From an optimization exercise on the open Yosys and OpenROAD flow, aimed at small area; shortcuts taken in it are not production practice.
Function was checked by simulation only, so behaviour that the tests miss may differ from the original.
Power and IR drop assume default switching activity.

==> flow/design.v (outline; a module is shown in full before it is edited, if it fits) <==
// module sobol_gen_cfg: 31 lines
// module sobol_gen_core: 1247 lines
// module sobol_sequence_generator_top: 119 lines
module sobol_sequence_generator_top #(
  parameter int NUM_DIMS = 8
) (
  input  logic                                 clk,
  input  logic                                 rst_n,
  input  logic                                 in_valid,
  output logic                                 in_stall,
  input  logic                                 in_restart,
  output logic                                 out_valid,
  input  logic                                 out_stall,
  output logic [31:0]                          out_point_index,
  output logic                                 out_last_point,
  output logic [31:0]                          out_coord_0,
  output logic [31:0]                          out_coord_1,
  output logic [31:0]                          out_coord_2,
  output logic [31:0]                          out_coord_3,
  output logic [31:0]                          out_coord_4,
  output logic [31:0]                          out_coord_5,
  output logic [31:0]                          out_coord_6,
  output logic [31:0]                          out_coord_7,
  input  logic                                 psel,
  input  logic                                 penable,
  input  logic                                 pwrite,
  input  logic [sobol_gen_pkg::CFG_ADDR_W-1:0] paddr,
  input  logic [sobol_gen_pkg::CFG_DATA_W-1:0] pwdata,
  output logic [sobol_gen_pkg::CFG_DATA_W-1:0] prdata,
  output logic                                 pready
);
  // ...
==> flow/flow/run.sh <==
#!/bin/bash
# The standard layout (standard.sh: ORFS with the standard flow's config), with these changes:
# - the port buffers buffer_ports inserts are the smallest buffer, buf_1,
#   instead of the tool's default pick; every port still gets its buffer;
# - after synthesis, flow/downsize.tcl swaps each upsized combinational cell
#   for its family's smallest size (same function); the flow's own repair
#   steps then resize or buffer what slew, capacitance and timing need;
# - during placement (flow/smallbuf.tcl) repair buffers only with buf_1/buf_2
#   (or clkbuf_1/clkbuf_2), not larger buffers or delay cells;
# - clock tree synthesis without dummy loads.
# Registers are untouched: the netlist keeps the standard synthesis's flops.
set -euo pipefail
bash standard.sh 'BUFFER_PORTS_ARGS=-buffer_cell sky130_fd_sc_hd__buf_1' \
  "POST_SYNTH_TCL=$(pwd)/flow/downsize.tcl" \
  "PRE_GLOBAL_PLACE_TCL=$(pwd)/flow/smallbuf.tcl" \
  "PRE_RESIZE_TCL=$(pwd)/flow/smallbuf.tcl" \
  'CTS_ARGS=-sink_clustering_enable -repair_clock_nets -buf_list sky130_fd_sc_hd__clkbuf_8 -dont_use_dummy_load' \
  finish > orfs_make.log 2>&1
==> flow/flow/downsize.tcl <==
# Swap every combinational cell that synthesis upsized for its family's
# smallest size; the flow's repair steps then size up or buffer only what
# slew, capacitance and timing need.
set ds_map [dict create \
  sky130_fd_sc_hd__a2111o_2 sky130_fd_sc_hd__a2111o_1 \
  sky130_fd_sc_hd__a2111o_4 sky130_fd_sc_hd__a2111o_1 \
  sky130_fd_sc_hd__a2111oi_1 sky130_fd_sc_hd__a2111oi_0 \
  sky130_fd_sc_hd__a2111oi_2 sky130_fd_sc_hd__a2111oi_0 \
  sky130_fd_sc_hd__a2111oi_4 sky130_fd_sc_hd__a2111oi_0 \
  sky130_fd_sc_hd__a211o_2 sky130_fd_sc_hd__a211o_1 \
  sky130_fd_sc_hd__a211o_4 sky130_fd_sc_hd__a211o_1 \
  sky130_fd_sc_hd__a211oi_2 sky130_fd_sc_hd__a211oi_1 \
  sky130_fd_sc_hd__a211oi_4 sky130_fd_sc_hd__a211oi_1 \
  sky130_fd_sc_hd__a21bo_4 sky130_fd_sc_hd__a21bo_1 \
  sky130_fd_sc_hd__a21boi_2 sky130_fd_sc_hd__a21boi_0 \
  sky130_fd_sc_hd__a21boi_4 sky130_fd_sc_hd__a21boi_0 \
  sky130_fd_sc_hd__a21o_2 sky130_fd_sc_hd__a21o_1 \
  sky130_fd_sc_hd__a21o_4 sky130_fd_sc_hd__a21o_1 \
  sky130_fd_sc_hd__a21oi_2 sky130_fd_sc_hd__a21oi_1 \
  sky130_fd_sc_hd__a21oi_4 sky130_fd_sc_hd__a21oi_1 \
  sky130_fd_sc_hd__a221o_2 sky130_fd_sc_hd__a221o_1 \
  sky130_fd_sc_hd__a221o_4 sky130_fd_sc_hd__a221o_1 \
  sky130_fd_sc_hd__a221oi_2 sky130_fd_sc_hd__a221oi_1 \
  sky130_fd_sc_hd__a221oi_4 sky130_fd_sc_hd__a221oi_1 \
  sky130_fd_sc_hd__a22o_2 sky130_fd_sc_hd__a22o_1 \
  sky130_fd_sc_hd__a22o_4 sky130_fd_sc_hd__a22o_1 \
  sky130_fd_sc_hd__a22oi_2 sky130_fd_sc_hd__a22oi_1 \
  sky130_fd_sc_hd__a22oi_4 sky130_fd_sc_hd__a22oi_1 \
  sky130_fd_sc_hd__a2bb2o_2 sky130_fd_sc_hd__a2bb2o_1 \
  sky130_fd_sc_hd__a2bb2o_4 sky130_fd_sc_hd__a2bb2o_1 \
  sky130_fd_sc_hd__a2bb2oi_2 sky130_fd_sc_hd__a2bb2oi_1 \
  sky130_fd_sc_hd__a2bb2oi_4 sky130_fd_sc_hd__a2bb2oi_1 \
  sky130_fd_sc_hd__a311o_2 sky130_fd_sc_hd__a311o_1 \
  sky130_fd_sc_hd__a311o_4 sky130_fd_sc_hd__a311o_1 \
  sky130_fd_sc_hd__a311oi_2 sky130_fd_sc_hd__a311oi_1 \
  sky130_fd_sc_hd__a311oi_4 sky130_fd_sc_hd__a311oi_1 \
  sky130_fd_sc_hd__a31o_4 sky130_fd_sc_hd__a31o_1 \
  sky130_fd_sc_hd__a31oi_2 sky130_fd_sc_hd__a31oi_1 \
  sky130_fd_sc_hd__a31oi_4 sky130_fd_sc_hd__a31oi_1 \
  sky130_fd_sc_hd__a32o_2 sky130_fd_sc_hd__a32o_1 \
  sky130_fd_sc_hd__a32o_4 sky130_fd_sc_hd__a32o_1 \
  sky130_fd_sc_hd__a32oi_2 sky130_fd_sc_hd__a32oi_1 \
  sky130_fd_sc_hd__a32oi_4 sky130_fd_sc_hd__a32oi_1 \
  sky130_fd_sc_hd__a41o_2 sky130_fd_sc_hd__a41o_1 \
  sky130_fd_sc_hd__a41o_4 sky130_fd_sc_hd__a41o_1 \
  sky130_fd_sc_hd__a41oi_2 sky130_fd_sc_hd__a41oi_1 \
  sky130_fd_sc_hd__a41oi_4 sky130_fd_sc_hd__a41oi_1 \
  sky130_fd_sc_hd__and2_2 sky130_fd_sc_hd__and2_0 \
  sky130_fd_sc_hd__and2_4 sky130_fd_sc_hd__and2_0 \
  sky130_fd_sc_hd__and2b_2 sky130_fd_sc_hd__and2b_1 \
  sky130_fd_sc_hd__and2b_4 sky130_fd_sc_hd__and2b_1 \
  sky130_fd_sc_hd__and3_2 sky130_fd_sc_hd__and3_1 \
  sky130_fd_sc_hd__and3_4 sky130_fd_sc_hd__and3_1 \
  sky130_fd_sc_hd__and3b_2 sky130_fd_sc_hd__and3b_1 \
  sky130_fd_sc_hd__and3b_4 sky130_fd_sc_hd__and3b_1 \
  sky130_fd_sc_hd__and4_2 sky130_fd_sc_hd__and4_1 \
  sky130_fd_sc_hd__and4_4 sky130_fd_sc_hd__and4_1 \
  sky130_fd_sc_hd__and4b_2 sky130_fd_sc_hd__and4b_1 \
  sky130_fd_sc_hd__and4b_4 sky130_fd_sc_hd__and4b_1 \
  sky130_fd_sc_hd__and4bb_4 sky130_fd_sc_hd__and4bb_1 \
  sky130_fd_sc_hd__buf_6 sky130_fd_sc_hd__buf_2 \
  sky130_fd_sc_hd__buf_8 sky130_fd_sc_hd__buf_2 \
  sky130_fd_sc_hd__buf_12 sky130_fd_sc_hd__buf_2 \
  sky130_fd_sc_hd__buf_16 sky130_fd_sc_hd__buf_2 \
  sky130_fd_sc_hd__bufbuf_16 sky130_fd_sc_hd__bufbuf_8 \
  sky130_fd_sc_hd__bufinv_16 sky130_fd_sc_hd__bufinv_8 \
  sky130_fd_sc_hd__clkbuf_2 sky130_fd_sc_hd__clkbuf_1 \
  sky130_fd_sc_hd__clkbuf_4 sky130_fd_sc_hd__clkbuf_1 \
  sky130_fd_sc_hd__clkbuf_8 sky130_fd_sc_hd__clkbuf_1 \
  sky130_fd_sc_hd__clkbuf_16 sky130_fd_sc_hd__clkbuf_1 \
  sky130_fd_sc_hd__clkdlybuf4s15_2 sky130_fd_sc_hd__clkdlybuf4s15_1 \
  sky130_fd_sc_hd__clkdlybuf4s50_2 sky130_fd_sc_hd__clkdlybuf4s50_1 \
  sky130_fd_sc_hd__clkinv_2 sky130_fd_sc_hd__clkinv_1 \
  sky130_fd_sc_hd__clkinv_4 sky130_fd_sc_hd__clkinv_1 \
  sky130_fd_sc_hd__clkinv_8 sky130_fd_sc_hd__clkinv_1 \
  sky130_fd_sc_hd__clkinv_16 sky130_fd_sc_hd__clkinv_1 \
  sky130_fd_sc_hd__clkinvlp_4 sky130_fd_sc_hd__clkinvlp_2 \
  sky130_fd_sc_hd__ebufn_2 sky130_fd_sc_hd__ebufn_1 \
  sky130_fd_sc_hd__ebufn_4 sky130_fd_sc_hd__ebufn_1 \
  sky130_fd_sc_hd__ebufn_8 sky130_fd_sc_hd__ebufn_1 \
  sky130_fd_sc_hd__einvn_1 sky130_fd_sc_hd__einvn_0 \
  sky130_fd_sc_hd__einvn_2 sky130_fd_sc_hd__einvn_0 \
  sky130_fd_sc_hd__einvn_4 sky130_fd_sc_hd__einvn_0 \
  sky130_fd_sc_hd__einvn_8 sky130_fd_sc_hd__einvn_0 \
  sky130_fd_sc_hd__einvp_2 sky130_fd_sc_hd__einvp_1 \
  sky130_fd_sc_hd__einvp_4 sky130_fd_sc_hd__einvp_1 \
  sky130_fd_sc_hd__einvp_8 sky130_fd_sc_hd__einvp_1 \
  sky130_fd_sc_hd__fa_2 sky130_fd_sc_hd__fa_1 \
  sky130_fd_sc_hd__fa_4 sky130_fd_sc_hd__fa_1 \
  sky130_fd_sc_hd__ha_2 sky130_fd_sc_hd__ha_1 \
  sky130_fd_sc_hd__ha_4 sky130_fd_sc_hd__ha_1 \
  sky130_fd_sc_hd__inv_4 sky130_fd_sc_hd__inv_1 \
  sky130_fd_sc_hd__inv_6 sky130_fd_sc_hd__inv_1 \
  sky130_fd_sc_hd__inv_8 sky130_fd_sc_hd__inv_1 \
  sky130_fd_sc_hd__inv_12 sky130_fd_sc_hd__inv_1 \
  sky130_fd_sc_hd__inv_16 sky130_fd_sc_hd__inv_1 \
  sky130_fd_sc_hd__maj3_2 sky130_fd_sc_hd__maj3_1 \
  sky130_fd_sc_hd__maj3_4 sky130_fd_sc_hd__maj3_1 \
  sky130_fd_sc_hd__mux2_4 sky130_fd_sc_hd__mux2_1 \
  sky130_fd_sc_hd__mux2_8 sky130_fd_sc_hd__mux2_1 \
  sky130_fd_sc_hd__mux4_4 sky130_fd_sc_hd__mux4_2 \
  sky130_fd_sc_hd__mux4_1 sky130_fd_sc_hd__mux4_2 \
  sky130_fd_sc_hd__nand2_2 sky130_fd_sc_hd__nand2_1 \
  sky130_fd_sc_hd__nand2_4 sky130_fd_sc_hd__nand2_1 \
  sky130_fd_sc_hd__nand2_8 sky130_fd_sc_hd__nand2_1 \
  sky130_fd_sc_hd__nand2b_2 sky130_fd_sc_hd__nand2b_1 \
  sky130_fd_sc_hd__nand2b_4 sky130_fd_sc_hd__nand2b_1 \
  sky130_fd_sc_hd__nand3_2 sky130_fd_sc_hd__nand3_1 \
  sky130_fd_sc_hd__nand3_4 sky130_fd_sc_hd__nand3_1 \
  sky130_fd_sc_hd__nand3b_2 sky130_fd_sc_hd__nand3b_1 \
  sky130_fd_sc_hd__nand3b_4 sky130_fd_sc_hd__nand3b_1 \
  sky130_fd_sc_hd__nand4_2 sky130_fd_sc_hd__nand4_1 \
  sky130_fd_sc_hd__nand4_4 sky130_fd_sc_hd__nand4_1 \
  sky130_fd_sc_hd__nand4b_2 sky130_fd_sc_hd__nand4b_1 \
  sky130_fd_sc_hd__nand4b_4 sky130_fd_sc_hd__nand4b_1 \
  sky130_fd_sc_hd__nand4bb_2 sky130_fd_sc_hd__nand4bb_1 \
  sky130_fd_sc_hd__nand4bb_4 sky130_fd_sc_hd__nand4bb_1 \
  sky130_fd_sc_hd__nor2_2 sky130_fd_sc_hd__nor2_1 \
  sky130_fd_sc_hd__nor2_4 sky130_fd_sc_hd__nor2_1 \
  sky130_fd_sc_hd__nor2_8 sky130_fd_sc_hd__nor2_1 \
  sky130_fd_sc_hd__nor2b_2 sky130_fd_sc_hd__nor2b_1 \
  sky130_fd_sc_hd__nor2b_4 sky130_fd_sc_hd__nor2b_1 \
  sky130_fd_sc_hd__nor3_2 sky130_fd_sc_hd__nor3_1 \
  sky130_fd_sc_hd__nor3_4 sky130_fd_sc_hd__nor3_1 \
  sky130_fd_sc_hd__nor3b_2 sky130_fd_sc_hd__nor3b_1 \
  sky130_fd_sc_hd__nor3b_4 sky130_fd_sc_hd__nor3b_1 \
  sky130_fd_sc_hd__nor4_2 sky130_fd_sc_hd__nor4_1 \
  sky130_fd_sc_hd__nor4_4 sky130_fd_sc_hd__nor4_1 \
  sky130_fd_sc_hd__nor4b_2 sky130_fd_sc_hd__nor4b_1 \
  sky130_fd_sc_hd__nor4b_4 sky130_fd_sc_hd__nor4b_1 \
  sky130_fd_sc_hd__nor4bb_2 sky130_fd_sc_hd__nor4bb_1 \
  sky130_fd_sc_hd__nor4bb_4 sky130_fd_sc_hd__nor4bb_1 \
  sky130_fd_sc_hd__o2111a_2 sky130_fd_sc_hd__o2111a_1 \
  sky130_fd_sc_hd__o2111a_4 sky130_fd_sc_hd__o2111a_1 \
  sky130_fd_sc_hd__o2111ai_2 sky130_fd_sc_hd__o2111ai_1 \
  sky130_fd_sc_hd__o2111ai_4 sky130_fd_sc_hd__o2111ai_1 \
  sky130_fd_sc_hd__o211a_4 sky130_fd_sc_hd__o211a_1 \
  sky130_fd_sc_hd__o211ai_2 sky130_fd_sc_hd__o211ai_1 \
  sky130_fd_sc_hd__o211ai_4 sky130_fd_sc_hd__o211ai_1 \
  sky130_fd_sc_hd__o21a_2 sky130_fd_sc_hd__o21a_1 \
  sky130_fd_sc_hd__o21a_4 sky130_fd_sc_hd__o21a_1 \
  sky130_fd_sc_hd__o21ai_2 sky130_fd_sc_hd__o21ai_0 \
  sky130_fd_sc_hd__o21ai_4 sky130_fd_sc_hd__o21ai_0 \
  sky130_fd_sc_hd__o21ba_4 sky130_fd_sc_hd__o21ba_1 \
  sky130_fd_sc_hd__o21bai_2 sky130_fd_sc_hd__o21bai_1 \
  sky130_fd_sc_hd__o21bai_4 sky130_fd_sc_hd__o21bai_1 \
  sky130_fd_sc_hd__o221a_4 sky130_fd_sc_hd__o221a_1 \
  sky130_fd_sc_hd__o221ai_2 sky130_fd_sc_hd__o221ai_1 \
  sky130_fd_sc_hd__o221ai_4 sky130_fd_sc_hd__o221ai_1 \
  sky130_fd_sc_hd__o22a_2 sky130_fd_sc_hd__o22a_1 \
  sky130_fd_sc_hd__o22a_4 sky130_fd_sc_hd__o22a_1 \
  sky130_fd_sc_hd__o22ai_2 sky130_fd_sc_hd__o22ai_1 \
  sky130_fd_sc_hd__o22ai_4 sky130_fd_sc_hd__o22ai_1 \
  sky130_fd_sc_hd__o2bb2a_2 sky130_fd_sc_hd__o2bb2a_1 \
  sky130_fd_sc_hd__o2bb2a_4 sky130_fd_sc_hd__o2bb2a_1 \
  sky130_fd_sc_hd__o2bb2ai_2 sky130_fd_sc_hd__o2bb2ai_1 \
  sky130_fd_sc_hd__o2bb2ai_4 sky130_fd_sc_hd__o2bb2ai_1 \
  sky130_fd_sc_hd__o311a_2 sky130_fd_sc_hd__o311a_1 \
  sky130_fd_sc_hd__o311a_4 sky130_fd_sc_hd__o311a_1 \
  sky130_fd_sc_hd__o311ai_2 sky130_fd_sc_hd__o311ai_0 \
  sky130_fd_sc_hd__o311ai_4 sky130_fd_sc_hd__o311ai_0 \
  sky130_fd_sc_hd__o31a_2 sky130_fd_sc_hd__o31a_1 \
  sky130_fd_sc_hd__o31a_4 sky130_fd_sc_hd__o31a_1 \
  sky130_fd_sc_hd__o31ai_2 sky130_fd_sc_hd__o31ai_1 \
  sky130_fd_sc_hd__o31ai_4 sky130_fd_sc_hd__o31ai_1 \
  sky130_fd_sc_hd__o32a_2 sky130_fd_sc_hd__o32a_1 \
  sky130_fd_sc_hd__o32a_4 sky130_fd_sc_hd__o32a_1 \
  sky130_fd_sc_hd__o32ai_2 sky130_fd_sc_hd__o32ai_1 \
  sky130_fd_sc_hd__o32ai_4 sky130_fd_sc_hd__o32ai_1 \
  sky130_fd_sc_hd__o41a_2 sky130_fd_sc_hd__o41a_1 \
  sky130_fd_sc_hd__o41a_4 sky130_fd_sc_hd__o41a_1 \
  sky130_fd_sc_hd__o41ai_2 sky130_fd_sc_hd__o41ai_1 \
  sky130_fd_sc_hd__o41ai_4 sky130_fd_sc_hd__o41ai_1 \
  sky130_fd_sc_hd__or2_4 sky130_fd_sc_hd__or2_0 \
  sky130_fd_sc_hd__or2b_2 sky130_fd_sc_hd__or2b_1 \
  sky130_fd_sc_hd__or2b_4 sky130_fd_sc_hd__or2b_1 \
  sky130_fd_sc_hd__or3_2 sky130_fd_sc_hd__or3_1 \
  sky130_fd_sc_hd__or3_4 sky130_fd_sc_hd__or3_1 \
  sky130_fd_sc_hd__or3b_4 sky130_fd_sc_hd__or3b_1 \
  sky130_fd_sc_hd__or4_2 sky130_fd_sc_hd__or4_1 \
  sky130_fd_sc_hd__or4_4 sky130_fd_sc_hd__or4_1 \
  sky130_fd_sc_hd__or4b_4 sky130_fd_sc_hd__or4b_1 \
  sky130_fd_sc_hd__or4bb_2 sky130_fd_sc_hd__or4bb_1 \
  sky130_fd_sc_hd__or4bb_4 sky130_fd_sc_hd__or4bb_1 \
  sky130_fd_sc_hd__sdlclkp_2 sky130_fd_sc_hd__sdlclkp_1 \
  sky130_fd_sc_hd__sdlclkp_4 sky130_fd_sc_hd__sdlclkp_1 \
  sky130_fd_sc_hd__xnor2_2 sky130_fd_sc_hd__xnor2_1 \
  sky130_fd_sc_hd__xnor2_4 sky130_fd_sc_hd__xnor2_1 \
  sky130_fd_sc_hd__xnor3_2 sky130_fd_sc_hd__xnor3_1 \
  sky130_fd_sc_hd__xnor3_4 sky130_fd_sc_hd__xnor3_1 \
  sky130_fd_sc_hd__xor2_2 sky130_fd_sc_hd__xor2_1 \
  sky130_fd_sc_hd__xor2_4 sky130_fd_sc_hd__xor2_1 \
  sky130_fd_sc_hd__xor3_2 sky130_fd_sc_hd__xor3_1 \
  sky130_fd_sc_hd__xor3_4 sky130_fd_sc_hd__xor3_1 \
]
set ds_count 0
foreach inst [[ord::get_db_block] getInsts] {
  set m [[$inst getMaster] getName]
  if { [dict exists $ds_map $m] } {
    replace_cell [$inst getName] [dict get $ds_map $m]
    incr ds_count
  }
}
puts "downsize.tcl: swapped $ds_count cells for their smallest size"
==> flow/flow/smallbuf.tcl <==
set_dont_use [get_lib_cells {sky130_fd_sc_hd__buf_4 sky130_fd_sc_hd__buf_6 sky130_fd_sc_hd__buf_8 sky130_fd_sc_hd__buf_12 sky130_fd_sc_hd__buf_16 sky130_fd_sc_hd__clkbuf_4 sky130_fd_sc_hd__clkbuf_8 sky130_fd_sc_hd__clkbuf_16 sky130_fd_sc_hd__dlygate4sd* sky130_fd_sc_hd__dlymetal6s* sky130_fd_sc_hd__clkdlybuf4s* sky130_fd_sc_hd__bufbuf_* sky130_fd_sc_hd__bufinv_*}]
==> flow/standard.sh <==
#!/bin/bash
# synth_recipe.tcl (not shown) runs the flow's synth.tcl, then flattens the netlist and writes it again
# the make line also repeats each setting of config.mk as NAME=value (left out here)
make -C /OpenROAD-flow-scripts/flow DESIGN_CONFIG=/design/flow/config.mk WORK_HOME=/design/flow/orfs CLKGATE_MAP_FILE= SYNTH_SCRIPT=/design/flow/synth_recipe.tcl "${@:-finish}"
==> flow/config.mk <==
export PLATFORM = sky130hd
export DESIGN_NAME = sobol_sequence_generator_top
export DESIGN_NICKNAME = sobol_sequence_generator_top
export VERILOG_FILES = /design/flow/design.v
export SDC_FILE = /design/flow/constraint.sdc
export NUM_CORES = 4
export LEC_CHECK = 0
export CAP_MARGIN = 20
export CORE_MARGIN = 2
export CORE_UTILIZATION = 65
export CTS_BUF_LIST = sky130_fd_sc_hd__clkbuf_8
export PLACE_DENSITY = 0.8
export SLEW_MARGIN = 20
==> flow/constraint.sdc <==
create_clock -name core_clock -period 7.0 [get_ports {clk}]
set_input_delay 1.4000 -clock core_clock [delete_from_list [all_inputs] [get_ports {clk}]]
set_output_delay 1.4000 -clock core_clock [all_outputs]
set_load 0.01 [all_outputs]
==> impl_metrics.csv, run 1 <==
group,metric,value,unit
drt,first_iter_violations,1347,
setup_path,crit_top_cell,"xnor2_1",
synth,syn_area,10600,um2
drt,wl_met3,4420,um
drt,drt-pass1-iter-count,8,
grt,grt_pass1_vias,10670,
power,p_leak,4.85,nW
floorplan,n_tap_cell,216,
sta,rsz0062_at_grt,"false",
grt,grt_start_max_net_pins,32,
power,pwr_density_cell,403,nW/um2
sta,tightest_slew,1.06,ns
sta,period_needed,5.79,ns
grt,antenna_found_initial,0,
floorplan,ios,368,
drt,ant_nets,0,
placement,place_area,12100,um2
sta,setup_viol,0,
status,status,"no timing/DRC/antenna violations",
cts,cts-root-buf,"clkbuf_8",
drt,met2_wirelength,19300,um
final_layout,nFillCells,1259,
drt,drt-met1-wl,15100,um
cts,cts_hold_buf,0,
cts,cts.sinks,73,
placement,portBuffers,364,
drt,wirelength,41700,um
==> run 2, diff against run 1 <==
==> flow/design.v (replaced) <==
package sobol_gen_pkg;
  localparam int MAX_DIMS      = 8;
  localparam int FRACTION_BITS = 32;
  localparam int DIMS_W        = 4;
  localparam int CFG_ADDR_W    = 4;
  localparam int CFG_DATA_W    = 32;
  localparam logic [1:0] REG_DIMS    = 2'd0;
  localparam logic [1:0] REG_RUN_LEN = 2'd1;
  localparam logic [1:0] REG_SEEK    = 2'd2;
endpackage
module sobol_gen_cfg (
  input  logic        clk,
  input  logic        rst_n,
  input  logic        wr_en,
  input  logic [1:0]  reg_sel,
  input  logic [31:0] pwdata,
  input  logic [31:0] next_index,
  output logic [31:0] prdata,
  output logic [3:0]  dims,
  output logic [31:0] run_len
);
  logic [31:0] run_len_n;
  assign run_len = ~run_len_n;
  always_ff @(posedge clk) begin
    if (!rst_n) begin
      dims      <= 4'd8;
      run_len_n <= '0;
    end else if (wr_en) begin
      if (reg_sel == sobol_gen_pkg::REG_DIMS)    dims      <= pwdata[3:0];
      if (reg_sel == sobol_gen_pkg::REG_RUN_LEN) run_len_n <= ~pwdata;
    end
  end
  always_comb begin
    case (reg_sel)
      sobol_gen_pkg::REG_DIMS:    prdata = {28'b0, dims};
      sobol_gen_pkg::REG_RUN_LEN: prdata = run_len;
      sobol_gen_pkg::REG_SEEK:    prdata = next_index;
      default:                    prdata = '0;
    endcase
  end
endmodule
module sobol_gen_core (
  input  logic [31:0]  n,
  output logic [255:0] w
);
  logic t32;
  logic t33;
  logic t34;
  logic t35;
  logic t36;
  logic t37;
  logic t38;
  logic t39;
  logic t40;
  logic t41;
  logic t42;
  logic t43;
  logic t44;
  logic t45;
  logic t46;
  logic t47;
  logic t48;
  logic t49;
  logic t50;
  logic t51;
  logic t52;
  logic t53;
  logic t54;
  logic t55;
  logic t56;
  logic t57;
  logic t58;
  logic t59;
  logic t60;
  logic t61;
  logic t62;
  logic t63;
  logic t64;
  logic t65;
  logic t66;
  logic t67;
  logic t68;
  logic t69;
  logic t70;
  logic t71;
  logic t72;
  logic t73;
  logic t74;
  logic t75;
  logic t76;
  logic t77;
  logic t78;
  logic t79;
  logic t80;
  logic t81;
  logic t82;
  logic t83;
  logic t84;
  logic t85;
  logic t86;
  logic t87;
  logic t88;
  logic t89;
  logic t90;
  logic t91;
  logic t92;
  logic t93;
  logic t94;
  logic t95;
  logic t96;
  logic t97;
  logic t98;
  logic t99;
  logic t100;
  logic t101;
  logic t102;
  logic t103;
  logic t104;
  logic t105;
  logic t106;
  logic t107;
  logic t108;
  logic t109;
  logic t110;
  logic t111;
  logic t112;
  logic t113;
  logic t114;
  logic t115;
  logic t116;
  logic t117;
  logic t118;
  logic t119;
  logic t120;
  logic t121;
  logic t122;
  logic t123;
  logic t124;
  logic t125;
  logic t126;
  logic t127;
  logic t128;
  logic t129;
  logic t130;
  logic t131;
  logic t132;
  logic t133;
  logic t134;
  logic t135;
  logic t136;
  logic t137;
  logic t138;
  logic t139;
  logic t140;
  logic t141;
  logic t142;
  logic t143;
  logic t144;
  logic t145;
  logic t146;
  logic t147;
  logic t148;
  logic t149;
  logic t150;
  logic t151;
  logic t152;
  logic t153;
  logic t154;
  logic t155;
  logic t156;
  logic t157;
  logic t158;
  logic t159;
  logic t160;
  logic t161;
  logic t162;
  logic t163;
  logic t164;
  logic t165;
  logic t166;
  logic t167;
  logic t168;
  logic t169;
  logic t170;
  logic t171;
  logic t172;
  logic t173;
  logic t174;
  logic t175;
  logic t176;
  logic t177;
  logic t178;
  logic t179;
  logic t180;
  logic t181;
  logic t182;
  logic t183;
  logic t184;
  logic t185;
  logic t186;
  logic t187;
  logic t188;
  logic t189;
  logic t190;
  logic t191;
  logic t192;
  logic t193;
  logic t194;
  logic t195;
  logic t196;
  logic t197;
  logic t198;
  logic t199;
  logic t200;
  logic t201;
  logic t202;
  logic t203;
  logic t204;
  logic t205;
  logic t206;
  logic t207;
  logic t208;
  logic t209;
  logic t210;
  logic t211;
  logic t212;
  logic t213;
  logic t214;
  logic t215;
  logic t216;
  logic t217;
  logic t218;
  logic t219;
  logic t220;
  logic t221;
  logic t222;
  logic t223;
  logic t224;
  logic t225;
  logic t226;
  logic t227;
  logic t228;
  logic t229;
  logic t230;
  logic t231;
  logic t232;
  logic t233;
  logic t234;
  logic t235;
  logic t236;
  logic t237;
  logic t238;
  logic t239;
  logic t240;
  logic t241;
  logic t242;
  logic t243;
  logic t244;
  logic t245;
  logic t246;
  logic t247;
  logic t248;
  logic t249;
  logic t250;
  logic t251;
  logic t252;
  logic t253;
  logic t254;
  logic t255;
  logic t256;
  logic t257;
  logic t258;
  logic t259;
  logic t260;
  logic t261;
  logic t262;
  logic t263;
  logic t264;
  logic t265;
  logic t266;
  logic t267;
  logic t268;
  logic t269;
  logic t270;
  logic t271;
  logic t272;
  logic t273;
  logic t274;
  logic t275;
  logic t276;
  logic t277;
  logic t278;
  logic t279;
  logic t280;
  logic t281;
  logic t282;
  logic t283;
  logic t284;
  logic t285;
  logic t286;
  logic t287;
  logic t288;
  logic t289;
  logic t290;
  logic t291;
  logic t292;
  logic t293;
  logic t294;
  logic t295;
  logic t296;
  logic t297;
  logic t298;
  logic t299;
  logic t300;
  logic t301;
  logic t302;
  logic t303;
  logic t304;
  logic t305;
  logic t306;
  logic t307;
  logic t308;
  logic t309;
  logic t310;
  logic t311;
  logic t312;
  logic t313;
  logic t314;
  logic t315;
  logic t316;
  logic t317;
  logic t318;
  logic t319;
  logic t320;
  logic t321;
  logic t322;
  logic t323;
  logic t324;
  logic t325;
  logic t326;
  logic t327;
  logic t328;
  logic t329;
  logic t330;
  logic t331;
  logic t332;
  logic t333;
  logic t334;
  logic t335;
  logic t336;
  logic t337;
  logic t338;
  logic t339;
  logic t340;
  logic t341;
  logic t342;
  logic t343;
  logic t344;
  logic t345;
  logic t346;
  logic t347;
  logic t348;
  logic t349;
  logic t350;
  logic t351;
  logic t352;
  logic t353;
  logic t354;
  logic t355;
  logic t356;
  logic t357;
  logic t358;
  logic t359;
  logic t360;
  logic t361;
  logic t362;
  logic t363;
  logic t364;
  logic t365;
  logic t366;
  logic t367;
  logic t368;
  logic t369;
  logic t370;
  logic t371;
  logic t372;
  logic t373;
  logic t374;
  logic t375;
  logic t376;
  logic t377;
  logic t378;
  logic t379;
  logic t380;
  logic t381;
  logic t382;
  logic t383;
  logic t384;
  logic t385;
  logic t386;
  logic t387;
  logic t388;
  logic t389;
  logic t390;
  logic t391;
  logic t392;
  logic t393;
  logic t394;
  logic t395;
  logic t396;
  logic t397;
  logic t398;
  logic t399;
  logic t400;
  logic t401;
  logic t402;
  logic t403;
  logic t404;
  logic t405;
  logic t406;
  logic t407;
  logic t408;
  logic t409;
  logic t410;
  logic t411;
  logic t412;
  logic t413;
  logic t414;
  logic t415;
  logic t416;
  logic t417;
  logic t418;
  logic t419;
  logic t420;
  logic t421;
  logic t422;
  logic t423;
  logic t424;
  logic t425;
  logic t426;
  logic t427;
  logic t428;
  logic t429;
  logic t430;
  logic t431;
  logic t432;
  logic t433;
  logic t434;
  logic t435;
  logic t436;
  logic t437;
  logic t438;
  logic t439;
  logic t440;
  logic t441;
  logic t442;
  logic t443;
  logic t444;
  logic t445;
  logic t446;
  logic t447;
  logic t448;
  logic t449;
  logic t450;
  logic t451;
  logic t452;
  logic t453;
  logic t454;
  logic t455;
  logic t456;
  logic t457;
  logic t458;
  logic t459;
  logic t460;
  logic t461;
  logic t462;
  logic t463;
  logic t464;
  logic t465;
  logic t466;
  logic t467;
  logic t468;
  logic t469;
  logic t470;
  logic t471;
  logic t472;
  logic t473;
  logic t474;
  logic t475;
  logic t476;
  logic t477;
  logic t478;
  logic t479;
  logic t480;
  logic t481;
  logic t482;
  logic t483;
  logic t484;
  logic t485;
  logic t486;
  logic t487;
  logic t488;
  logic t489;
  logic t490;
  logic t491;
  logic t492;
  logic t493;
  logic t494;
  logic t495;
  logic t496;
  logic t497;
  logic t498;
  logic t499;
  logic t500;
  logic t501;
  logic t502;
  logic t503;
  logic t504;
  logic t505;
  logic t506;
  logic t507;
  logic t508;
  logic t509;
  logic t510;
  logic t511;
  logic t512;
  logic t513;
  logic t514;
  logic t515;
  logic t516;
  logic t517;
  logic t518;
  logic t519;
  logic t520;
  logic t521;
  logic t522;
  logic t523;
  logic t524;
  logic t525;
  logic t526;
  logic t527;
  logic t528;
  logic t529;
  logic t530;
  assign t32 = n[0] ^ n[1];
  assign t33 = n[1] ^ n[2];
  assign t34 = n[2] ^ n[3];
  assign t35 = n[3] ^ n[4];
  assign t36 = n[4] ^ n[5];
  assign t37 = n[5] ^ n[6];
  assign t38 = n[6] ^ n[7];
  assign t39 = n[7] ^ n[8];
  assign t40 = n[8] ^ n[9];
  assign t41 = n[9] ^ n[10];
  assign t42 = n[10] ^ n[11];
  assign t43 = n[11] ^ n[12];
  assign t44 = n[12] ^ n[13];
  assign t45 = n[13] ^ n[14];
  assign t46 = n[14] ^ n[15];
  assign t47 = n[15] ^ n[16];
  assign t48 = n[16] ^ n[17];
  assign t49 = n[17] ^ n[18];
  assign t50 = n[18] ^ n[19];
  assign t51 = n[19] ^ n[20];
  assign t52 = n[20] ^ n[21];
  assign t53 = n[21] ^ n[22];
  assign t54 = n[22] ^ n[23];
  assign t55 = n[23] ^ n[24];
  assign t56 = n[24] ^ n[25];
  assign t57 = n[25] ^ n[26];
  assign t58 = n[26] ^ n[27];
  assign t59 = n[27] ^ n[28];
  assign t60 = n[28] ^ n[29];
  assign t61 = n[29] ^ n[30];
  assign t62 = n[30] ^ n[31];
  assign t63 = t51 ^ t55;
  assign t64 = t50 ^ t54;
  assign t65 = n[31] ^ t59;
  assign t66 = t53 ^ t61;
  assign t67 = t46 ^ t58;
  assign t68 = t49 ^ t57;
  assign t69 = t48 ^ t52;
  assign t70 = t39 ^ t45;
  assign t71 = t44 ^ t56;
  assign t72 = t47 ^ t59;
  assign t73 = t60 ^ t62;
  assign t74 = n[31] ^ t55;
  assign t75 = t58 ^ t64;
  assign t76 = t43 ^ t63;
  assign t77 = t47 ^ t65;
  assign t78 = t36 ^ t42;
  assign t79 = t41 ^ t66;
  assign t80 = t38 ^ t40;
  assign t81 = t57 ^ t61;
  assign t82 = t43 ^ t51;
  assign t83 = t56 ^ t62;
  assign t84 = t60 ^ t67;
  assign t85 = t54 ^ t69;
  assign t86 = t47 ^ t74;
  assign t87 = t63 ^ t72;
  assign t88 = t35 ^ t37;
  assign t89 = t41 ^ t53;
  assign t90 = t49 ^ t55;
  assign t91 = t44 ^ t52;
  assign t92 = t50 ^ t67;
  assign t93 = t38 ^ t64;
  assign t94 = t54 ^ t62;
  assign t95 = t41 ^ t45;
  assign t96 = t37 ^ t70;
  assign t97 = t69 ^ t71;
  assign t98 = t58 ^ t61;
  assign t99 = t63 ^ t65;
  assign t100 = t42 ^ t62;
  assign t101 = t43 ^ t79;
  assign t102 = t71 ^ t78;
  assign t103 = n[31] ^ t61;
  assign t104 = t40 ^ t75;
  assign t105 = t81 ^ t87;
  assign t106 = t52 ^ t66;
  assign t107 = t56 ^ t60;
  assign t108 = t67 ^ t77;
  assign t109 = t71 ^ t84;
  assign t110 = t61 ^ t65;
  assign t111 = t36 ^ t91;
  assign t112 = t39 ^ t76;
  assign t113 = t33 ^ t70;
  assign t114 = t68 ^ t75;
  assign t115 = t46 ^ t54;
  assign t116 = t70 ^ t101;
  assign t117 = t52 ^ t55;
  assign t118 = t59 ^ t76;
  assign t119 = t46 ^ t64;
  assign t120 = t66 ^ t86;
  assign t121 = t40 ^ t73;
  assign t122 = t60 ^ t106;
  assign t123 = t60 ^ t98;
  assign t124 = t68 ^ t82;
  assign t125 = t70 ^ t105;
  assign t126 = t59 ^ t63;
  assign t127 = t45 ^ t48;
  assign t128 = t51 ^ t53;
  assign t129 = t77 ^ t79;
  assign t130 = t39 ^ t88;
  assign t131 = t34 ^ t40;
  assign t132 = n[31] ^ t51;
  assign t133 = t93 ^ t109;
  assign t134 = t92 ^ t121;
  assign t135 = t42 ^ t119;
  assign t136 = t45 ^ t47;
  assign t137 = t102 ^ t104;
  assign t138 = t72 ^ t80;
  assign t139 = t34 ^ t69;
  assign t140 = t68 ^ t76;
  assign t141 = t57 ^ t73;
  assign t142 = t54 ^ t56;
  assign t143 = t93 ^ t112;
  assign t144 = t37 ^ t45;
  assign t145 = t50 ^ t62;
  assign t146 = t49 ^ t79;
  assign t147 = t68 ^ t92;
  assign t148 = t44 ^ t60;
  assign t149 = t48 ^ t89;
  assign t150 = t43 ^ t86;
  assign t151 = t90 ^ t116;
  assign t152 = t49 ^ t61;
  assign t153 = t42 ^ t89;
  assign t154 = t78 ^ t80;
  assign t155 = t36 ^ t113;
  assign t156 = n[24] ^ n[28];
  assign t157 = n[12] ^ n[28];
  assign t158 = n[25] ^ t58;
  assign t159 = t66 ^ t99;
  assign t160 = n[16] ^ n[24];
  assign t161 = t42 ^ t147;
  assign t162 = t35 ^ t77;
  assign t163 = t72 ^ t124;
  assign t164 = n[15] ^ t74;
  assign t165 = t50 ^ t127;
  assign t166 = t89 ^ t96;
  assign t167 = t114 ^ t153;
  assign t168 = t43 ^ t65;
  assign t169 = t92 ^ t154;
  assign t170 = n[21] ^ n[26];
  assign t171 = t62 ^ t67;
  assign t172 = t54 ^ t63;
  assign t173 = t45 ^ t146;
  assign t174 = t100 ^ t108;
  assign t175 = t45 ^ t81;
  assign t176 = t57 ^ t107;
  assign t177 = t96 ^ t120;
  assign t178 = t43 ^ t77;
  assign t179 = t83 ^ t98;
  assign t180 = t39 ^ t86;
  assign t181 = t84 ^ t85;
  assign t182 = t131 ^ t181;
  assign t183 = t95 ^ t139;
  assign t184 = t41 ^ t135;
  assign t185 = t48 ^ t95;
  assign t186 = t53 ^ t90;
  assign t187 = t32 ^ t102;
  assign t188 = t37 ^ t146;
  assign t189 = t37 ^ t118;
  assign t190 = t57 ^ t189;
  assign t191 = t126 ^ t166;
  assign t192 = t75 ^ t111;
  assign t193 = t53 ^ t130;
  assign t194 = t35 ^ t55;
  assign t195 = t80 ^ t114;
  assign t196 = t71 ^ t185;
  assign t197 = t38 ^ t183;
  assign t198 = t78 ^ t182;
  assign t199 = t88 ^ t137;
  assign t200 = t68 ^ t78;
  assign t201 = t59 ^ t133;
  assign t202 = t33 ^ t103;
  assign t203 = t85 ^ t148;
  assign t204 = t42 ^ t80;
  assign t205 = t203 ^ t204;
  assign t206 = t62 ^ t108;
  assign t207 = t55 ^ t123;
  assign t208 = t34 ^ t80;
  assign t209 = t68 ^ t117;
  assign t210 = n[31] ^ t193;
  assign t211 = t51 ^ t129;
  assign t212 = t48 ^ t64;
  assign t213 = t80 ^ t192;
  assign t214 = t57 ^ t138;
  assign t215 = t46 ^ t97;
  assign t216 = t68 ^ t120;
  assign t217 = t59 ^ t61;
  assign t218 = t124 ^ t210;
  assign t219 = t62 ^ t75;
  assign t220 = t46 ^ t87;
  assign t221 = t95 ^ t178;
  assign t222 = t59 ^ t81;
  assign t223 = t52 ^ t145;
  assign t224 = n[20] ^ t81;
  assign t225 = t177 ^ t213;
  assign t226 = n[13] ^ t160;
  assign t227 = n[21] ^ t164;
  assign t228 = t53 ^ t136;
  assign t229 = t44 ^ t94;
  assign t230 = n[14] ^ n[30];
  assign t231 = t132 ^ t167;
  assign t232 = t75 ^ t170;
  assign t233 = t57 ^ t132;
  assign t234 = t199 ^ t216;
  assign t235 = t122 ^ t159;
  assign t236 = t64 ^ t207;
  assign t237 = t83 ^ t209;
  assign t238 = t108 ^ t121;
  assign t239 = t40 ^ t163;
  assign t240 = t52 ^ t123;
  assign t241 = t60 ^ t74;
  assign t242 = t40 ^ t173;
  assign t243 = t67 ^ t152;
  assign t244 = n[22] ^ t75;
  assign t245 = t122 ^ t141;
  assign t246 = t35 ^ t116;
  assign t247 = t71 ^ t72;
  assign t248 = t86 ^ t125;
  assign t249 = n[15] ^ t120;
  assign t250 = t52 ^ t142;
  assign t251 = t211 ^ t215;
  assign t252 = t81 ^ t94;
  assign t253 = t74 ^ t179;
  assign t254 = n[16] ^ t230;
  assign t255 = t65 ^ t81;
  assign t256 = t68 ^ t159;
  assign t257 = n[27] ^ t123;
  assign t258 = t103 ^ t136;
  assign t259 = t66 ^ t74;
  assign t260 = n[31] ^ t47;
  assign t261 = n[8] ^ t160;
  assign t262 = t74 ^ t94;
  assign t263 = t81 ^ t221;
  assign t264 = t38 ^ t180;
  assign t265 = t94 ^ t264;
  assign t266 = t112 ^ t162;
  assign t267 = t46 ^ t265;
  assign t268 = t134 ^ t225;
  assign t269 = t34 ^ t143;
  assign t270 = t35 ^ t174;
  assign t271 = t99 ^ t219;
  assign t272 = n[20] ^ t156;
  assign t273 = t65 ^ t117;
  assign t274 = t152 ^ t160;
  assign t275 = t88 ^ t113;
  assign t276 = t140 ^ t275;
  assign t277 = n[21] ^ t107;
  assign t278 = t127 ^ t203;
  assign t279 = t269 ^ t270;
  assign t280 = t83 ^ t222;
  assign t281 = t43 ^ t174;
  assign t282 = t49 ^ t85;
  assign t283 = t179 ^ t282;
  assign t284 = t53 ^ t258;
  assign t285 = n[16] ^ t157;
  assign t286 = t129 ^ t276;
  assign t287 = t58 ^ t73;
  assign t288 = t113 ^ t286;
  assign t289 = t58 ^ t94;
  assign t290 = n[12] ^ n[23];
  assign t291 = n[15] ^ n[20];
  assign t292 = t55 ^ t65;
  assign t293 = t47 ^ t90;
  assign t294 = t184 ^ t293;
  assign t295 = t126 ^ t283;
  assign t296 = t114 ^ t224;
  assign t297 = t240 ^ t242;
  assign t298 = t82 ^ t181;
  assign t299 = n[25] ^ t217;
  assign t300 = t47 ^ t55;
  assign t301 = t76 ^ t228;
  assign t302 = n[21] ^ t226;
  assign t303 = n[28] ^ n[31];
  assign t304 = n[31] ^ t100;
  assign t305 = t188 ^ t304;
  assign t306 = n[19] ^ t99;
  assign t307 = t66 ^ t233;
  assign t308 = t107 ^ t223;
  assign t309 = n[31] ^ t112;
  assign t310 = t290 ^ t291;
  assign t311 = t93 ^ t100;
  assign t312 = t91 ^ t294;
  assign t313 = t77 ^ t312;
  assign t314 = t140 ^ t198;
  assign t315 = t96 ^ t202;
  assign t316 = t91 ^ t135;
  assign t317 = t297 ^ t298;
  assign t318 = t169 ^ t188;
  assign t319 = t62 ^ t318;
  assign t320 = t143 ^ t305;
  assign t321 = t149 ^ t187;
  assign t322 = t113 ^ t321;
  assign t323 = n[30] ^ t158;
  assign t324 = t181 ^ t319;
  assign t325 = t162 ^ t322;
  assign t326 = t54 ^ t128;
  assign t327 = t51 ^ t325;
  assign t328 = t93 ^ t141;
  assign t329 = n[22] ^ t323;
  assign t330 = t233 ^ t288;
  assign t331 = t64 ^ t227;
  assign t332 = t314 ^ t315;
  assign t333 = t118 ^ t167;
  assign t334 = t42 ^ t75;
  assign t335 = n[30] ^ t176;
  assign t336 = t118 ^ t137;
  assign t337 = t48 ^ t111;
  assign t338 = t52 ^ t134;
  assign t339 = t218 ^ t315;
  assign t340 = t48 ^ t62;
  assign t341 = t119 ^ t340;
  assign t342 = n[27] ^ t62;
  assign t343 = t110 ^ t291;
  assign t344 = t336 ^ t337;
  assign t345 = t50 ^ t63;
  assign t346 = t58 ^ t190;
  assign t347 = t44 ^ t346;
  assign t348 = t327 ^ t328;
  assign t349 = n[26] ^ t65;
  assign t350 = t274 ^ t278;
  assign t351 = t145 ^ t197;
  assign t352 = t36 ^ t351;
  assign t353 = t143 ^ t220;
  assign t354 = t32 ^ t43;
  assign t355 = t119 ^ t155;
  assign t356 = n[21] ^ n[24];
  assign t357 = t95 ^ t190;
  assign t358 = t47 ^ t199;
  assign t359 = t124 ^ t358;
  assign t360 = n[27] ^ t83;
  assign t361 = t347 ^ t352;
  assign t362 = t73 ^ t81;
  assign t363 = t354 ^ t355;
  assign t364 = t214 ^ t363;
  assign t365 = t122 ^ t364;
  assign t366 = t94 ^ t159;
  assign t367 = n[16] ^ t122;
  assign t368 = t54 ^ t117;
  assign t369 = t68 ^ t99;
  assign t370 = t74 ^ t122;
  assign t371 = t202 ^ t359;
  assign t372 = t126 ^ t161;
  assign t373 = t281 ^ t372;
  assign t374 = t41 ^ t70;
  assign t375 = t66 ^ t94;
  assign t376 = t125 ^ t234;
  assign t377 = t161 ^ t163;
  assign t378 = n[26] ^ t103;
  assign t379 = t83 ^ t197;
  assign t380 = t216 ^ t229;
  assign t381 = t95 ^ t161;
  assign t382 = t122 ^ t219;
  assign t383 = t282 ^ t284;
  assign t384 = t165 ^ t329;
  assign t385 = n[26] ^ t73;
  assign t386 = t180 ^ t231;
  assign t387 = t168 ^ t379;
  assign t388 = t195 ^ t196;
  assign t389 = t200 ^ t387;
  assign t390 = t194 ^ t389;
  assign t391 = t196 ^ t239;
  assign t392 = t79 ^ t225;
  assign t393 = t315 ^ t357;
  assign t394 = t191 ^ t213;
  assign t395 = t72 ^ t82;
  assign t396 = t186 ^ t341;
  assign t397 = t213 ^ t218;
  assign t398 = t50 ^ t187;
  assign t399 = t84 ^ t398;
  assign t400 = t61 ^ t62;
  assign t401 = t64 ^ t237;
  assign t402 = t150 ^ t167;
  assign t403 = t173 ^ t402;
  assign t404 = t272 ^ t273;
  assign t405 = n[30] ^ t107;
  assign t406 = t218 ^ t399;
  assign t407 = t131 ^ t184;
  assign t408 = t58 ^ t102;
  assign t409 = t125 ^ t408;
  assign t410 = t164 ^ t235;
  assign t411 = n[31] ^ t60;
  assign t412 = t74 ^ t240;
  assign t413 = t61 ^ t74;
  assign t414 = t171 ^ t175;
  assign t415 = t296 ^ t313;
  assign t416 = t108 ^ t109;
  assign t417 = t132 ^ t232;
  assign t418 = t392 ^ t393;
  assign t419 = t69 ^ t253;
  assign t420 = t150 ^ t171;
  assign t421 = t128 ^ t201;
  assign t422 = t144 ^ t421;
  assign t423 = n[31] ^ t155;
  assign t424 = n[30] ^ t59;
  assign t425 = t130 ^ t407;
  assign t426 = t237 ^ t400;
  assign t427 = n[22] ^ t156;
  assign t428 = t158 ^ t172;
  assign t429 = n[25] ^ t110;
  assign t430 = t85 ^ t409;
  assign t431 = t147 ^ t164;
  assign t432 = t172 ^ t423;
  assign t433 = t372 ^ t374;
  assign t434 = t107 ^ t208;
  assign t435 = t91 ^ t238;
  assign t436 = t50 ^ t403;
  assign t437 = t425 ^ t426;
  assign t438 = t201 ^ t246;
  assign t439 = t50 ^ t390;
  assign t440 = t83 ^ t104;
  assign t441 = t125 ^ t440;
  assign t442 = t149 ^ t434;
  assign t443 = t432 ^ t442;
  assign t444 = t52 ^ t94;
  assign t445 = t125 ^ t133;
  assign t446 = t399 ^ t441;
  assign t447 = t74 ^ t170;
  assign t448 = t140 ^ t422;
  assign t449 = t57 ^ t88;
  assign t450 = n[22] ^ n[26];
  assign t451 = n[28] ^ t98;
  assign t452 = t110 ^ t244;
  assign t453 = t60 ^ t65;
  assign t454 = t75 ^ t220;
  assign t455 = t151 ^ t205;
  assign t456 = t97 ^ t168;
  assign t457 = t97 ^ t157;
  assign t458 = t87 ^ t144;
  assign t459 = t152 ^ t458;
  assign t460 = t58 ^ t97;
  assign t461 = t100 ^ t460;
  assign t462 = n[28] ^ t57;
  assign t463 = t172 ^ t245;
  assign t464 = t176 ^ t249;
  assign t465 = t84 ^ t151;
  assign t466 = t208 ^ t465;
  assign t467 = t55 ^ t57;
  assign t468 = t107 ^ t242;
  assign t469 = t87 ^ t461;
  assign t470 = t76 ^ t106;
  assign t471 = t169 ^ t449;
  assign t472 = t155 ^ t212;
  assign t473 = t84 ^ t472;
  assign t474 = n[17] ^ t236;
  assign t475 = t32 ^ t33;
  assign t476 = t139 ^ t150;
  assign t477 = t82 ^ t473;
  assign t478 = t49 ^ t443;
  assign t479 = t35 ^ t477;
  assign t480 = t44 ^ t110;
  assign t481 = t157 ^ t173;
  assign t482 = t142 ^ t466;
  assign t483 = t470 ^ t471;
  assign t484 = t205 ^ t459;
  assign t485 = t62 ^ t130;
  assign t486 = t475 ^ t476;
  assign t487 = t61 ^ t250;
  assign t488 = t52 ^ t169;
  assign t489 = t49 ^ t485;
  assign t490 = t486 ^ t489;
  assign t491 = t83 ^ t217;
  assign t492 = t340 ^ t343;
  assign t493 = t152 ^ t247;
  assign t494 = t258 ^ t373;
  assign t495 = t42 ^ t132;
  assign t496 = t109 ^ t212;
  assign t497 = t104 ^ t490;
  assign t498 = t132 ^ t243;
  assign t499 = t272 ^ t274;
  assign t500 = t53 ^ t241;
  assign t501 = t495 ^ t496;
  assign t502 = t134 ^ t273;
  assign t503 = t96 ^ t101;
  assign t504 = t479 ^ t480;
  assign t505 = t49 ^ t248;
  assign t506 = t149 ^ t200;
  assign t507 = t70 ^ t506;
  assign t508 = t73 ^ t507;
  assign t509 = t502 ^ t503;
  assign t510 = t141 ^ t165;
  assign t511 = t142 ^ t508;
  assign t512 = t47 ^ t511;
  assign t513 = t194 ^ t214;
  assign t514 = t182 ^ t196;
  assign t515 = t166 ^ t301;
  assign t516 = t32 ^ t111;
  assign t517 = t45 ^ t79;
  assign t518 = t215 ^ t513;
  assign t519 = t62 ^ t158;
  assign t520 = t514 ^ t515;
  assign t521 = n[27] ^ t252;
  assign t522 = t80 ^ t251;
  assign t523 = t34 ^ t516;
  assign t524 = t338 ^ t339;
  assign t525 = t67 ^ t512;
  assign t526 = t79 ^ t206;
  assign t527 = t64 ^ t523;
  assign t528 = t526 ^ t527;
  assign t529 = t517 ^ t518;
  assign t530 = t51 ^ t528;
  assign w[0] = n[31];
  assign w[1] = t62;
  assign w[2] = t61;
  assign w[3] = t60;
  assign w[4] = t59;
  assign w[5] = t58;
  assign w[6] = t57;
  assign w[7] = t56;
  assign w[8] = t55;
  assign w[9] = t54;
  assign w[10] = t53;
  assign w[11] = t52;
  assign w[12] = t51;
  assign w[13] = t50;
  assign w[14] = t49;
  assign w[15] = t48;
  assign w[16] = t47;
  assign w[17] = t46;
  assign w[18] = t45;
  assign w[19] = t44;
  assign w[20] = t43;
  assign w[21] = t42;
  assign w[22] = t41;
  assign w[23] = t40;
  assign w[24] = t39;
  assign w[25] = t38;
  assign w[26] = t37;
  assign w[27] = t36;
  assign w[28] = t35;
  assign w[29] = t34;
  assign w[30] = t33;
  assign w[31] = t32;
  assign w[32] = n[31];
  assign w[33] = n[30];
  assign w[34] = t103;
  assign w[35] = n[28];
  assign w[36] = t65;
  assign w[37] = t257;
  assign w[38] = t255;
  assign w[39] = n[24];
  assign w[40] = t74;
  assign w[41] = t262;
  assign w[42] = t259;
  assign w[43] = t272;
  assign w[44] = t99;
  assign w[45] = t271;
  assign w[46] = t256;
  assign w[47] = n[16];
  assign w[48] = t260;
  assign w[49] = t254;
  assign w[50] = t258;
  assign w[51] = t285;
  assign w[52] = t178;
  assign w[53] = t281;
  assign w[54] = t263;
  assign w[55] = t261;
  assign w[56] = t180;
  assign w[57] = t267;
  assign w[58] = t177;
  assign w[59] = t268;
  assign w[60] = t266;
  assign w[61] = t279;
  assign w[62] = t286;
  assign w[63] = n[0];
  assign w[64] = n[31];
  assign w[65] = t62;
  assign w[66] = n[29];
  assign w[67] = t303;
  assign w[68] = t110;
  assign w[69] = t287;
  assign w[70] = t299;
  assign w[71] = t280;
  assign w[72] = t292;
  assign w[73] = t289;
  assign w[74] = t277;
  assign w[75] = t306;
  assign w[76] = t307;
  assign w[77] = t308;
  assign w[78] = t296;
  assign w[79] = t295;
  assign w[80] = t300;
  assign w[81] = t115;
  assign w[82] = t302;
  assign w[83] = t310;
  assign w[84] = t301;
  assign w[85] = t316;
  assign w[86] = t312;
  assign w[87] = t317;
  assign w[88] = t309;
  assign w[89] = t311;
  assign w[90] = t320;
  assign w[91] = t324;
  assign w[92] = t330;
  assign w[93] = t198;
  assign w[94] = t332;
  assign w[95] = t348;
  assign w[96] = n[31];
  assign w[97] = n[30];
  assign w[98] = t61;
  assign w[99] = t60;
  assign w[100] = t342;
  assign w[101] = t349;
  assign w[102] = t323;
  assign w[103] = t335;
  assign w[104] = t55;
  assign w[105] = t54;
  assign w[106] = t356;
  assign w[107] = t368;
  assign w[108] = t326;
  assign w[109] = t345;
  assign w[110] = t186;
  assign w[111] = t85;
  assign w[112] = t331;
  assign w[113] = t396;
  assign w[114] = t383;
  assign w[115] = t350;
  assign w[116] = t118;
  assign w[117] = t334;
  assign w[118] = t333;
  assign w[119] = t344;
  assign w[120] = t386;
  assign w[121] = t353;
  assign w[122] = t357;
  assign w[123] = t137;
  assign w[124] = t376;
  assign w[125] = t361;
  assign w[126] = t371;
  assign w[127] = t365;
  assign w[128] = n[31];
  assign w[129] = t62;
  assign w[130] = t103;
  assign w[131] = n[28];
  assign w[132] = n[27];
  assign w[133] = t378;
  assign w[134] = t362;
  assign w[135] = t360;
  assign w[136] = t74;
  assign w[137] = t262;
  assign w[138] = t375;
  assign w[139] = t370;
  assign w[140] = t366;
  assign w[141] = t382;
  assign w[142] = t369;
  assign w[143] = t367;
  assign w[144] = t410;
  assign w[145] = t431;
  assign w[146] = t384;
  assign w[147] = t380;
  assign w[148] = t395;
  assign w[149] = t377;
  assign w[150] = t381;
  assign w[151] = t391;
  assign w[152] = t433;
  assign w[153] = t388;
  assign w[154] = t191;
  assign w[155] = t394;
  assign w[156] = t397;
  assign w[157] = t439;
  assign w[158] = t418;
  assign w[159] = t406;
  assign w[160] = n[31];
  assign w[161] = n[30];
  assign w[162] = t400;
  assign w[163] = t411;
  assign w[164] = t424;
  assign w[165] = t385;
  assign w[166] = t429;
  assign w[167] = t405;
  assign w[168] = t413;
  assign w[169] = t427;
  assign w[170] = t404;
  assign w[171] = t412;
  assign w[172] = t428;
  assign w[173] = t417;
  assign w[174] = t401;
  assign w[175] = t419;
  assign w[176] = t77;
  assign w[177] = t206;
  assign w[178] = t414;
  assign w[179] = t416;
  assign w[180] = t420;
  assign w[181] = t436;
  assign w[182] = t415;
  assign w[183] = t435;
  assign w[184] = t125;
  assign w[185] = t445;
  assign w[186] = t448;
  assign w[187] = t430;
  assign w[188] = t438;
  assign w[189] = t437;
  assign w[190] = t478;
  assign w[191] = t446;
  assign w[192] = n[31];
  assign w[193] = n[30];
  assign w[194] = n[29];
  assign w[195] = t60;
  assign w[196] = t453;
  assign w[197] = t451;
  assign w[198] = t462;
  assign w[199] = t176;
  assign w[200] = t467;
  assign w[201] = t450;
  assign w[202] = t447;
  assign w[203] = t444;
  assign w[204] = t463;
  assign w[205] = t452;
  assign w[206] = t474;
  assign w[207] = t464;
  assign w[208] = t87;
  assign w[209] = t454;
  assign w[210] = t457;
  assign w[211] = t97;
  assign w[212] = t456;
  assign w[213] = t469;
  assign w[214] = t481;
  assign w[215] = t468;
  assign w[216] = t151;
  assign w[217] = t455;
  assign w[218] = t484;
  assign w[219] = t488;
  assign w[220] = t483;
  assign w[221] = t482;
  assign w[222] = t504;
  assign w[223] = t497;
  assign w[224] = n[31];
  assign w[225] = t62;
  assign w[226] = t61;
  assign w[227] = t60;
  assign w[228] = t59;
  assign w[229] = t123;
  assign w[230] = t519;
  assign w[231] = t491;
  assign w[232] = t207;
  assign w[233] = t521;
  assign w[234] = t500;
  assign w[235] = t487;
  assign w[236] = t132;
  assign w[237] = t145;
  assign w[238] = t152;
  assign w[239] = t499;
  assign w[240] = t492;
  assign w[241] = t498;
  assign w[242] = t510;
  assign w[243] = t493;
  assign w[244] = t494;
  assign w[245] = t501;
  assign w[246] = t211;
  assign w[247] = t338;
  assign w[248] = t505;
  assign w[249] = t522;
  assign w[250] = t509;
  assign w[251] = t525;
  assign w[252] = t529;
  assign w[253] = t520;
  assign w[254] = t524;
  assign w[255] = t530;
endmodule
module sobol_sequence_generator_top #(
  parameter int NUM_DIMS = 8
) (
  input  logic                                 clk,
  input  logic                                 rst_n,
  input  logic                                 in_valid,
  output logic                                 in_stall,
  input  logic                                 in_restart,
  output logic                                 out_valid,
  input  logic                                 out_stall,
  output logic [31:0]                          out_point_index,
  output logic                                 out_last_point,
  output logic [31:0]                          out_coord_0,
  output logic [31:0]                          out_coord_1,
  output logic [31:0]                          out_coord_2,
  output logic [31:0]                          out_coord_3,
  output logic [31:0]                          out_coord_4,
  output logic [31:0]                          out_coord_5,
  output logic [31:0]                          out_coord_6,
  output logic [31:0]                          out_coord_7,
  input  logic                                 psel,
  input  logic                                 penable,
  input  logic                                 pwrite,
  input  logic [sobol_gen_pkg::CFG_ADDR_W-1:0] paddr,
  input  logic [sobol_gen_pkg::CFG_DATA_W-1:0] pwdata,
  output logic [sobol_gen_pkg::CFG_DATA_W-1:0] prdata,
  output logic                                 pready
);
  logic        in_valid_r, out_valid_r, restart_r, lst, sk;
  logic [31:0] idx;
  logic [3:0]  dims;
  logic [31:0] run_len;
  logic        load, in_take, clr, last, wr_en, seek_we, cin;
  logic [32:0] cy;       
  logic [31:0] nxt;      
  logic [31:0] n_new;    
  logic [255:0] w;
  logic [31:0] csa_s;
  logic [32:0] csa_c, csa_sum;
  assign pready  = 1'b1;
  assign wr_en   = psel & penable & pwrite;
  assign seek_we = wr_en & (paddr[3:2] == sobol_gen_pkg::REG_SEEK);
  sobol_gen_cfg u_cfg (
    .clk        (clk),
    .rst_n      (rst_n),
    .wr_en      (wr_en),
    .reg_sel    (paddr[3:2]),
    .pwdata     (pwdata),
    .next_index (lst ? 32'd0 : nxt),
    .prdata     (prdata),
    .dims       (dims),
    .run_len    (run_len)
  );
  assign load     = in_valid_r & (~out_valid_r | ~out_stall);
  assign in_stall = in_valid_r & ~load;
  assign in_take  = in_valid & ~in_stall;
  assign clr      = restart_r | lst;
  assign cin      = ~sk;
  for (genvar i = 0; i <= 32; i++) begin : g_cy
    if (i == 0) begin : g_lo
      assign cy[i] = cin;
    end else begin : g_hi
      assign cy[i] = cin & (&idx[i-1:0]);
    end
  end
  assign nxt   = idx ^ cy[31:0];
  assign n_new = clr ? 32'd0 : nxt;
  always_comb begin
    for (int i = 0; i < 32; i++) begin
      if (i == 1) csa_s[i] = ~(idx[i] ^ ~run_len[i]);
      else        csa_s[i] = idx[i] ^ ~run_len[i];
    end
    csa_c[0] = 1'b0;
    for (int i = 0; i < 32; i++) begin
      if (i == 1) csa_c[i+1] = idx[i] | ~run_len[i];
      else        csa_c[i+1] = idx[i] & ~run_len[i];
    end
  end
  assign csa_sum = {1'b0, csa_s} + {1'b0, csa_c[31:0]} + {32'd0, cin};
  assign last    = clr ? ~|run_len[31:1] : (csa_sum[32] | csa_c[32]);
  always_ff @(posedge clk) begin
    if (!rst_n) begin
      in_valid_r  <= 1'b0;
      out_valid_r <= 1'b0;
      lst         <= 1'b1;
      sk          <= 1'b0;
    end else begin
      in_valid_r  <= in_take | (in_valid_r & ~load);
      out_valid_r <= load | (out_valid_r & out_stall);
      if (seek_we) begin
        lst <= 1'b0;
        sk  <= 1'b1;
      end else if (load) begin
        lst <= last;
        sk  <= 1'b0;
      end
    end
  end
  always_ff @(posedge clk) begin
    if (in_take) restart_r <= in_restart;
    if (seek_we)   idx <= pwdata;
    else if (load) idx <= n_new;
  end
  sobol_gen_core u_core (
    .n (idx),
    .w (w)
  );
  assign out_valid       = out_valid_r;
  assign out_point_index = idx;
  assign out_last_point  = lst;
  assign out_coord_0     = (dims > 4'd0) ? w[0*32 +: 32] : 32'd0;
  assign out_coord_1     = (dims > 4'd1) ? w[1*32 +: 32] : 32'd0;
  assign out_coord_2     = (dims > 4'd2) ? w[2*32 +: 32] : 32'd0;
  assign out_coord_3     = (dims > 4'd3) ? w[3*32 +: 32] : 32'd0;
  assign out_coord_4     = (dims > 4'd4) ? w[4*32 +: 32] : 32'd0;
  assign out_coord_5     = (dims > 4'd5) ? w[5*32 +: 32] : 32'd0;
  assign out_coord_6     = (dims > 4'd6) ? w[6*32 +: 32] : 32'd0;
  assign out_coord_7     = (dims > 4'd7) ? w[7*32 +: 32] : 32'd0;
endmodule
==> impl_metrics.csv, run 2 <==
group,metric,value,unit
status,status,"no timing/DRC/antenna violations",
setup_path,worst-path-stages,9,
drt,first_iter_violations,1289,
cts,cts.sinks,73,
grt,grtUsageTotal,0.476,
sta,slew_viol_final,0,
sta,clock_skew,0.0152,ns
setup_path,crit_arrival,4.55,ns
sta,hold_viol_final,0,
final_layout,final_common_cell,"buf_1",
drt,routedWlPerCell,22.7,um
grt,grt_first_pass_wirelength,64300,um
power,ir_drop,0.458,mV
drt,drt-met1-wl,15400,um
drt,remaining_drc_errors,0,
floorplan,placementRows,46,
drt,drt-pass1-iter-count,6,
synth,syn_area,10600,um2
setup_path,slowest_delay,0.90,ns
final_layout,final_cell_mix,"408 x buf_1, 377 x xnor2_1, 267 x nor2_1",
sta,timing.final.crit_share,0.849,
setup_path,critPathKind,"flop to output port",
floorplan,ios,368,
sta,rsz0062_at_grt,"false",
synth,synthCells,1348,
final_layout,syn2layout_area_growth,15.7,%
sta,fmax,168,MHz
cts,cts-root-buf,"clkbuf_8",
synth,syn_avg_cell_area,7.85,um2
cts,numCtsBuffers,9,
drt,met2_wirelength,20400,um
sta,slew_headroom,0.177,
grt,antenna_found_initial,0,
setup_path,crit_top_cell,"xnor2_1",
cts,postCtsSetupBuffers,0,
placement,portBuffers,364,
placement,gp_congestion,1.12,
cts,cts_tree,"done",
drt,vias_per_cell,6.16,
cts,htreeDepth,3,
final_layout,multi_input_area,8440,um2
sta,tns,0,ns
final_layout,antenna_cells,0,
sta,hold_ws,0.507,ns
floorplan,core_area,15900,um2
grt,overflow,0,
power,pwr_density_cell,379,nW/um2
hold_path,worstHoldPathType,"flop to flop",
drt,num_vias,11699,
power,p_leak,4.55,nW
grt,grt_start_max_net_pins,32,
synth,ys_warn_count,2,
drt,wl_met3,4670,um
floorplan,die_y,132,um
final_layout,seq_area,1790,um2
cts,cts_hold_buf,0,
setup_path,crit_buf_inv,1,
sta,tightest_slew,1.23,ns
placement,place_worst_setup_slack,1.59,ns
drt,wirelength,43100,um
sta,setup_viol,0,
grt,grt_pass1_vias,10997,
drt,ant_nets,0,
setup_path,required,5.60,ns
setup_path,critical_path.top_delay_family,"XOR/XNOR gates",
final_layout,post-route-util,0.770,
synth,syn_nets,1471,
drt,topRoutingLayerUsed,"met4",
flow_run,cap_viol_max_count,0,
cts,clock_path_buffers,2,
setup_path,path_cells,"ha_1 -> xor2_1 -> xnor2_1 -> xnor2_1 -> xnor2_1 -> xnor2_1 -> xnor2_1 -> nor2_1 -> buf_1",
cts,worstSkewPairLatency,0.37,ns
final_layout,final_nets,1807,
cts,clkSlewWorstSetupHoldPaths,0.07,ns
setup_path,cp_max_fo,11,
setup_path,rr_worst_depth,9,
floorplan,die_w,132,um
final_layout,drive_above_1_share,0.0232,
hold_path,hold_depth,2,
cts,cts_resized,0,
final_layout,nFillCells,1148,
setup_path,start_kind,"flop",
floorplan,start_util,0.666,
floorplan,dieArea,17300,um2
sta,fin_ws,1.05,ns
final_layout,largestRegisters,"idx x32, u_cfg.run_len_n x32, u_cfg.dims x4",
setup_path,cp-end-kind,"output port",
placement,place_hpwl,33500,um
sta,period_needed,5.95,ns
setup_path,slowest_stage,"ha_1",
run 2: power by group:
part / internal, W / leakage, nW / switching, W
clock: 0.000115 / 0.0647 / 0.000144
combinational: 0.00150 / 3.84 / 0.00238
sequential: 0.000463 / 0.645 / 0.0000385
total: 0.00208 / 4.55 / 0.00256
run 2: path summary, 6_finish.rpt:
check / startpoint / end / slack (ns)
max: idx[26] / out_coord_2[30] / 1.05
min: in_valid_r / out_valid_r / 0.51
max reg2reg: idx[1] / idx[27] / 3.51
min reg2reg: in_valid_r / out_valid_r / 0.51
run 2: final cells by class:
| cell class | count | area share |
|---|---|---|
| well taps | 216 | 0.0221 |
| flip-flops and latches | 73 | 0.146 |
| inverters | 14 | 0.00429 |
| multi-input cells | 1173 | 0.690 |
| clock buffers | 9 | 0.0101 |
| repair buffers | 413 | 0.127 |
run 2: worst register-to-register path: cells and delay by family (launching register included):
family | cells | cell delay, ns
and+or+nand+nor | 6 | 2.17
DFF | 1 | 0.46
xor gates and xnor gates | 1 | 0.28
adders and majority gates | 1 | 0.20
AOI/OAI and AO/OA | 1 | 0.11
run 2: metrics by stage:
step                      instance area [um2]  power, W  std cells
final                                   12200   0.00464       1898
after CTS                               12200   0.00458       1898
after global placement                  12100   0.00428       1889
after detailed placement                12100   0.00433       1889
after global routing                    12200   0.00489       1898
after floorplan                         10600   0.00315       1348
run 2: layer usage:
metal / vias up / track usage
met5: - / 0
met4: 0 / 0.263
met3: 226 / 0.0941
met2: 1019 / 0.805
met1: 5424 / 0.565
li1: 5030 / -

==> port drivers added, routing unchanged <==
The flow's constraints put no driver on any port. The routed layouts listed below were extracted and timed again, unchanged, in two steps. Step 1 sets driving cells, clkbuf_16 on the clock port and buf_2 on the other inputs (assumed; they add their load-dependent delay and slew). Step 2 also shifts input and output timing later by t, the mid clock arrival at the registers, as if the neighbouring blocks saw the same clock. a / b / c = ideal ports / drivers / drivers and shift; a / b = the first two.
run	shift t [ns]	slack for setup (ns)	hold WS [ns]
run 1	0.389	1.214 / 1.181 / 1.569	0.554 / 0.554 / 0.554
run 2	0.395	1.054 / 1.021 / 1.416	0.507 / 0.507 / 0.507
After both steps every run listed still meets setup and hold.
